What follows belongs to an exercise in optimizing a design on an open flow for small area; a production flow would make more cautious choices.
Function was checked by simulation only, so behaviour that the tests miss may differ from the original.
Power figures rest on the tool's default switching activity, not on a simulated workload.

==> flow/design.v <==
package uarch_pkg;
  localparam int unsigned PIPE_WIDTH = 2;
  localparam int unsigned TAG_WIDTH  = 4;
  localparam int unsigned ROB_DEPTH  = 1 << TAG_WIDTH;
  localparam int unsigned CDB_PORTS  = 2;
  localparam int unsigned AREG_W     = 5;
  localparam int unsigned XLEN       = 32;
  localparam int unsigned CWP_W      = 1 + AREG_W + TAG_WIDTH + XLEN;
  typedef struct packed {
    logic                 we;
    logic [AREG_W-1:0]    addr;
    logic [TAG_WIDTH-1:0] tag;
    logic [XLEN-1:0]      data;
  } prf_commit_write_port_t;
  typedef struct packed {
    logic              valid;
    logic              done;
    logic              has_rd;
    logic [AREG_W-1:0] rd;
    logic [XLEN-1:0]   data;
  } rob_entry_t;
  function automatic logic [1:0] popcount2(input logic [1:0] v);
    popcount2 = {1'b0, v[0]} + {1'b0, v[1]};
  endfunction
endpackage
import uarch_pkg::*;
module rob (
  input  logic                                   clk,
  input  logic                                   rst,
  input  logic                                   flush,
  input  logic [PIPE_WIDTH-1:0]                  rob_alloc_req,
  input  logic [PIPE_WIDTH-1:0][AREG_W-1:0]      rob_alloc_rd,
  input  logic [PIPE_WIDTH-1:0]                  rob_alloc_has_rd,
  input  logic                                   rob_alloc_fire,
  output logic [PIPE_WIDTH-1:0]                  rob_alloc_gnt,
  output logic [PIPE_WIDTH-1:0][TAG_WIDTH-1:0]   rob_alloc_tags,
  input  logic [CDB_PORTS-1:0]                   cdb_valid,
  input  logic [CDB_PORTS-1:0][TAG_WIDTH-1:0]    cdb_tag,
  input  logic [CDB_PORTS-1:0][XLEN-1:0]         cdb_data,
  output logic [PIPE_WIDTH-1:0][CWP_W-1:0]       commit_write_ports,
  output logic                                   rob_empty,
  output logic                                   rob_full
);
  localparam int unsigned CNT_W  = TAG_WIDTH + 1;
  localparam int unsigned HALF   = ROB_DEPTH / 2;
  localparam int unsigned PAY_W  = 1 + AREG_W + XLEN;
  logic [ROB_DEPTH-1:0]             done_q;
  logic [ROB_DEPTH-1:0]             has_rd_q;
  logic [ROB_DEPTH-1:0][AREG_W-1:0] rd_q;
  logic [ROB_DEPTH-1:0][XLEN-1:0]   data_q;
  logic [TAG_WIDTH-1:0]             head_q, tail_q;
  logic [CNT_W-1:0]                 count_q;
  logic                 kill;
  logic                 ok1, ok2;
  logic [TAG_WIDTH-1:0] head_p1, tag1;
  logic [1:0]           n_alloc, n_commit;
  logic                 c0, c1;
  assign kill      = rst | flush;
  assign head_p1   = head_q + TAG_WIDTH'(1);
  assign rob_empty = (count_q == '0);
  assign rob_full  = count_q[TAG_WIDTH];
  assign ok1  = !count_q[TAG_WIDTH];
  assign ok2  = ok1 && !(&count_q[TAG_WIDTH-1:0]);
  assign tag1 = rob_alloc_req[0] ? tail_q + TAG_WIDTH'(1) : tail_q;
  always_comb begin
    rob_alloc_gnt     = '0;
    rob_alloc_tags[0] = tail_q;
    rob_alloc_tags[1] = tag1;
    if (!kill && ((&rob_alloc_req) ? ok2 : ok1)) rob_alloc_gnt = rob_alloc_req;
  end
  logic [HALF-1:0]  sel_e, sel_o;
  logic [PAY_W-1:0] pay_e, pay_o, pay0, pay1;
  logic             done_e, done_o, done0, done1;
  logic [PAY_W:0]   col_e [HALF], col_o [HALF];
  always_comb begin
    for (int j = 0; j < HALF; j++)
      sel_o[j] = (head_q[TAG_WIDTH-1:1] == (TAG_WIDTH-1)'(j));
    sel_e = head_q[0] ? {sel_o[HALF-2:0], sel_o[HALF-1]} : sel_o;
    for (int j = 0; j < HALF; j++) begin
      col_e[j] = {done_q[2*j],   has_rd_q[2*j],   rd_q[2*j],   data_q[2*j]};
      col_o[j] = {done_q[2*j+1], has_rd_q[2*j+1], rd_q[2*j+1], data_q[2*j+1]};
    end
  end
  for (genvar b = 0; b <= PAY_W; b++) begin : g_rd
    logic [HALF-1:0] qe, qo;
    logic            ye, yo;
    for (genvar j = 0; j < HALF; j++) begin : g_j
      assign qe[j] = col_e[j][b];
      assign qo[j] = col_o[j][b];
    end
    rob_rmux8 u_e (.sel(sel_e), .q(qe), .y(ye));
    rob_rmux8 u_o (.sel(sel_o), .q(qo), .y(yo));
    if (b == PAY_W) begin : g_done
      assign done0 = head_q[0] ? yo : ye;
      assign done1 = head_q[0] ? ye : yo;
    end else begin : g_pay
      assign pay0[b] = head_q[0] ? yo : ye;
      assign pay1[b] = head_q[0] ? ye : yo;
    end
  end
  assign c0 = (count_q != '0) && done0;
  assign c1 = c0 && (count_q[TAG_WIDTH:1] != '0) && done1;
  assign n_commit = {1'b0, c0} + {1'b0, c1};
  assign commit_write_ports[0] = {c0 && pay0[PAY_W-1] && !kill, pay0[PAY_W-2:XLEN], head_q,  pay0[XLEN-1:0]};
  assign commit_write_ports[1] = {c1 && pay1[PAY_W-1] && !kill, pay1[PAY_W-2:XLEN], head_p1, pay1[XLEN-1:0]};
  logic [ROB_DEPTH-1:0] w0, w1, wh, a0, a1, ah;
  always_comb begin
    for (int i = 0; i < ROB_DEPTH; i++) begin
      w0[i] = cdb_valid[0] && (cdb_tag[0] == TAG_WIDTH'(i));
      w1[i] = cdb_valid[1] && (cdb_tag[1] == TAG_WIDTH'(i)) && !w0[i];
      wh[i] = !(w0[i] || w1[i]);
      a0[i] = rob_alloc_fire && rob_alloc_gnt[0] && (tail_q == TAG_WIDTH'(i));
      a1[i] = rob_alloc_fire && rob_alloc_gnt[1] && (tag1   == TAG_WIDTH'(i));
      ah[i] = !(a0[i] || a1[i]);
    end
  end
  logic [ROB_DEPTH-1:0][XLEN-1:0]   data_n;
  logic [ROB_DEPTH-1:0][AREG_W-1:0] rd_n;
  logic [ROB_DEPTH-1:0]             has_rd_n;
  logic [XLEN-1:0]                  cdb_data_n0, cdb_data_n1;
  logic [AREG_W:0]                  alloc_n0, alloc_n1;
  assign cdb_data_n0 = ~cdb_data[0];
  assign cdb_data_n1 = ~cdb_data[1];
  assign alloc_n0    = ~{rob_alloc_has_rd[0], rob_alloc_rd[0]};
  assign alloc_n1    = ~{rob_alloc_has_rd[1], rob_alloc_rd[1]};
  for (genvar i = 0; i < ROB_DEPTH; i++) begin : g_ent
    for (genvar b = 0; b < XLEN; b++) begin : g_d
      rob_wbit u_w (.ne0(!w0[i]), .nd0(cdb_data_n0[b]), .ne1(!w1[i]), .nd1(cdb_data_n1[b]),
                    .h(wh[i]), .q(data_q[i][b]), .y(data_n[i][b]));
    end
    for (genvar b = 0; b <= AREG_W; b++) begin : g_a
      if (b == AREG_W) begin : g_h
        rob_wbit u_w (.ne0(!a0[i]), .nd0(alloc_n0[b]), .ne1(!a1[i]), .nd1(alloc_n1[b]),
                      .h(ah[i]), .q(has_rd_q[i]), .y(has_rd_n[i]));
      end else begin : g_r
        rob_wbit u_w (.ne0(!a0[i]), .nd0(alloc_n0[b]), .ne1(!a1[i]), .nd1(alloc_n1[b]),
                      .h(ah[i]), .q(rd_q[i][b]), .y(rd_n[i][b]));
      end
    end
  end
  always_ff @(posedge clk) begin
    data_q   <= data_n;
    rd_q     <= rd_n;
    has_rd_q <= has_rd_n;
    for (int i = 0; i < ROB_DEPTH; i++) done_q[i] <= ah[i] & (done_q[i] | !wh[i]);
  end
  assign n_alloc = rob_alloc_fire ? ({1'b0, rob_alloc_gnt[0]} + {1'b0, rob_alloc_gnt[1]}) : 2'd0;
  always_ff @(posedge clk) begin
    if (kill) begin
      head_q  <= '0;
      tail_q  <= '0;
      count_q <= '0;
    end else begin
      head_q  <= head_q + TAG_WIDTH'(n_commit);
      tail_q  <= tail_q + TAG_WIDTH'(n_alloc);
      count_q <= count_q + CNT_W'(n_alloc) - CNT_W'(n_commit);
    end
  end
endmodule
module rob_wbit (
  input  logic ne0, nd0, ne1, nd1, h, q,
  output logic y
);
  assign y = !((ne0 | nd0) & (ne1 | nd1) & !(h & q));
endmodule
module rob_rmux8 (
  input  logic [7:0] sel,
  input  logic [7:0] q,
  output logic       y
);
  logic [2:0] g;
  rob_aoi222 u_g0 (.a1(sel[0]), .a2(q[0]), .b1(sel[1]), .b2(q[1]), .c1(sel[2]), .c2(q[2]), .y(g[0]));
  rob_aoi222 u_g1 (.a1(sel[3]), .a2(q[3]), .b1(sel[4]), .b2(q[4]), .c1(sel[5]), .c2(q[5]), .y(g[1]));
  rob_aoi22  u_g2 (.a1(sel[6]), .a2(q[6]), .b1(sel[7]), .b2(q[7]), .y(g[2]));
  assign y = !(&g);
endmodule
module rob_aoi222 (
  input  logic a1, a2, b1, b2, c1, c2,
  output logic y
);
  assign y = !((a1 & a2) | (b1 & b2) | (c1 & c2));
endmodule
module rob_aoi22 (
  input  logic a1, a2, b1, b2,
  output logic y
);
  assign y = !((a1 & a2) | (b1 & b2));
endmodule
export LEC_CHECK = 0
export CAP_MARGIN = 20
export CORE_MARGIN = 2
export CORE_UTILIZATION = 65
export SLEW_MARGIN = 20
export SYNTH_HIERARCHICAL = 1
create_clock -name core_clock -period 6.0 [get_ports {clk}]
standard.sh (not shown) runs the stock make flow with config.mk's settings and CLKGATE_MAP_FILE= SYNTH_SCRIPT=/design/flow/synth_recipe.tcl, a recipe that flattens the netlist after the stock synthesis.
==> flow/flow/run.sh <==
#!/bin/bash
# Own layout flow: the standard ORFS layout (standard.sh) with these changes, all aimed at
# cell area:
# - synthesis: flow/synth.tcl is synth_recipe.tcl with ORFS's abc call given an area-oriented ABC
#   script (flow/abc_area.script), and the full-adder extraction turned off (ADDER_MAP_FILE empty)
#   so ABC maps the few small adders itself.  Registers, their names and cell types are those of
#   the standard synthesis.
# - port buffers: every input and output still gets its own buffer, a buf_1 in place of
#   clkdlybuf4s50_1.
# - clock tree: clkbuf_8 buffers, each driving a cluster of at most 16 registers, and no dummy
#   loads.
set -euo pipefail
W=$(pwd)
bash standard.sh \
  SYNTH_SCRIPT="$W/flow/synth.tcl" \
  MY_ABC_SCRIPT="$W/flow/abc_area.script" \
  ADDER_MAP_FILE= \
  BUFFER_PORTS_ARGS="-buffer_cell sky130_fd_sc_hd__buf_1" \
  CTS_ARGS="-sink_clustering_enable -repair_clock_nets -dont_use_dummy_load -buf_list sky130_fd_sc_hd__clkbuf_8 -sink_clustering_size 16 -sink_clustering_max_diameter 80" \
  finish > "$W/flow_make.log" 2>&1
==> flow/flow/abc_area.script <==
strash
dch
amap
==> flow/flow/synth.tcl <==
# synth_recipe.tcl (the standard synthesis) with ORFS's abc call given this flow's ABC script.
proc synth {args} { yosys synth -nofsm -noshare {*}$args }
proc abc {args} {
  set i [lsearch -exact $args -script]
  if { $i >= 0 } { set args [lreplace $args $i [expr {$i + 1}] -script $::env(MY_ABC_SCRIPT)] }
  yosys abc {*}$args
}
source $::env(SCRIPTS_DIR)/synth.tcl
# left out here: clear keep_hierarchy, flatten, clean up, hide names made inside functions, write 1_2_yosys.v
The first run finished with timing, DRC and antenna clean.
Then changed:
--- a/flow/design.v
+++ b/flow/design.v
@@ -68,18 +68,22 @@
     rob_alloc_tags[1] = tag1;
     if (!kill && ((&rob_alloc_req) ? ok2 : ok1)) rob_alloc_gnt = rob_alloc_req;
   end
-  logic [HALF-1:0]  sel_e, sel_o;
+  logic [HALF-1:0]  sel_e, sel_o, nsel_e, nsel_o;
   logic [PAY_W-1:0] pay_e, pay_o, pay0, pay1;
   logic             done_e, done_o, done0, done1;
   logic [PAY_W:0]   col_e [HALF], col_o [HALF];
   always_comb begin
     for (int j = 0; j < HALF; j++)
-      sel_o[j] = (head_q[TAG_WIDTH-1:1] == (TAG_WIDTH-1)'(j));
-    sel_e = head_q[0] ? {sel_o[HALF-2:0], sel_o[HALF-1]} : sel_o;
+      nsel_o[j] = (head_q[TAG_WIDTH-1:1] != (TAG_WIDTH-1)'(j));
+    nsel_e = head_q[0] ? {nsel_o[HALF-2:0], nsel_o[HALF-1]} : nsel_o;
     for (int j = 0; j < HALF; j++) begin
       col_e[j] = {done_q[2*j],   has_rd_q[2*j],   rd_q[2*j],   data_q[2*j]};
       col_o[j] = {done_q[2*j+1], has_rd_q[2*j+1], rd_q[2*j+1], data_q[2*j+1]};
     end
+  end
+  for (genvar j = 0; j < HALF; j++) begin : g_sel
+    rob_inv u_e (.a(nsel_e[j]), .y(sel_e[j]));
+    rob_inv u_o (.a(nsel_o[j]), .y(sel_o[j]));
   end
   for (genvar b = 0; b <= PAY_W; b++) begin : g_rd
     logic [HALF-1:0] qe, qo;
@@ -124,9 +128,13 @@
   assign alloc_n0    = ~{rob_alloc_has_rd[0], rob_alloc_rd[0]};
   assign alloc_n1    = ~{rob_alloc_has_rd[1], rob_alloc_rd[1]};
   for (genvar i = 0; i < ROB_DEPTH; i++) begin : g_ent
+    logic ne0, ne1, h;
+    rob_inv u_ne0 (.a(w0[i]), .y(ne0));
+    rob_inv u_ne1 (.a(w1[i]), .y(ne1));
+    rob_inv u_h   (.a(!wh[i]), .y(h));
     for (genvar b = 0; b < XLEN; b++) begin : g_d
-      rob_wbit u_w (.ne0(!w0[i]), .nd0(cdb_data_n0[b]), .ne1(!w1[i]), .nd1(cdb_data_n1[b]),
-                    .h(wh[i]), .q(data_q[i][b]), .y(data_n[i][b]));
+      rob_wbit u_w (.ne0(ne0), .nd0(cdb_data_n0[b]), .ne1(ne1), .nd1(cdb_data_n1[b]),
+                    .h(h), .q(data_q[i][b]), .y(data_n[i][b]));
     end
     for (genvar b = 0; b <= AREG_W; b++) begin : g_a
       if (b == AREG_W) begin : g_h
@@ -186,3 +194,9 @@
 );
   assign y = !((a1 & a2) | (b1 & b2));
 endmodule
+module rob_inv (
+  input  logic a,
+  output logic y
+);
+  assign y = !a;
+endmodule
Outcome:
- The changed run finished with timing, DRC and antenna clean
- fmax came out higher by a few percent
- sequential share of layout area came out higher by 0.37 points
- global-route usage came out higher by 0.36 points
- combinational power came out higher by a little under a tenth
- final cell count came out higher slightly
- routed wire length came out higher by a few percent
- power came out higher by a few percent
- die area came out higher slightly
- flip-flop and latch count is unchanged
- clock-buffer cell count came out lower by 1

==> afterwards: timing with drivers on the ports <==
How much do the figures lean on ideal ports? The routed layouts below were timed once more, with nothing changed but the port constraints. Step 1: set_driving_cell puts a clkbuf_16 on clk and a buf_2 on each other input, an assumption about the parent block. Step 2, shift: input delay + t, output delay - t, t = (earliest + latest rising clock arrival at the registers) / 2. This alone moves slack from input paths to output paths. Three values: no drivers, after step 1, after step 2; two values: the first two.
run	t (ns)	setup WS [ns]	worst setup path at the end	slew at the worst register clock pin (ns)	worst slew at a driven data input, ns
the first run	0.718	0.180 / 0.123 / 0.840	register to output	0.11 / 0.11	0.07
the second run	0.721	0.435 / 0.380 / 1.009	register to register	0.11 / 0.11	0.11
After both steps setup and hold are still met in every run listed.
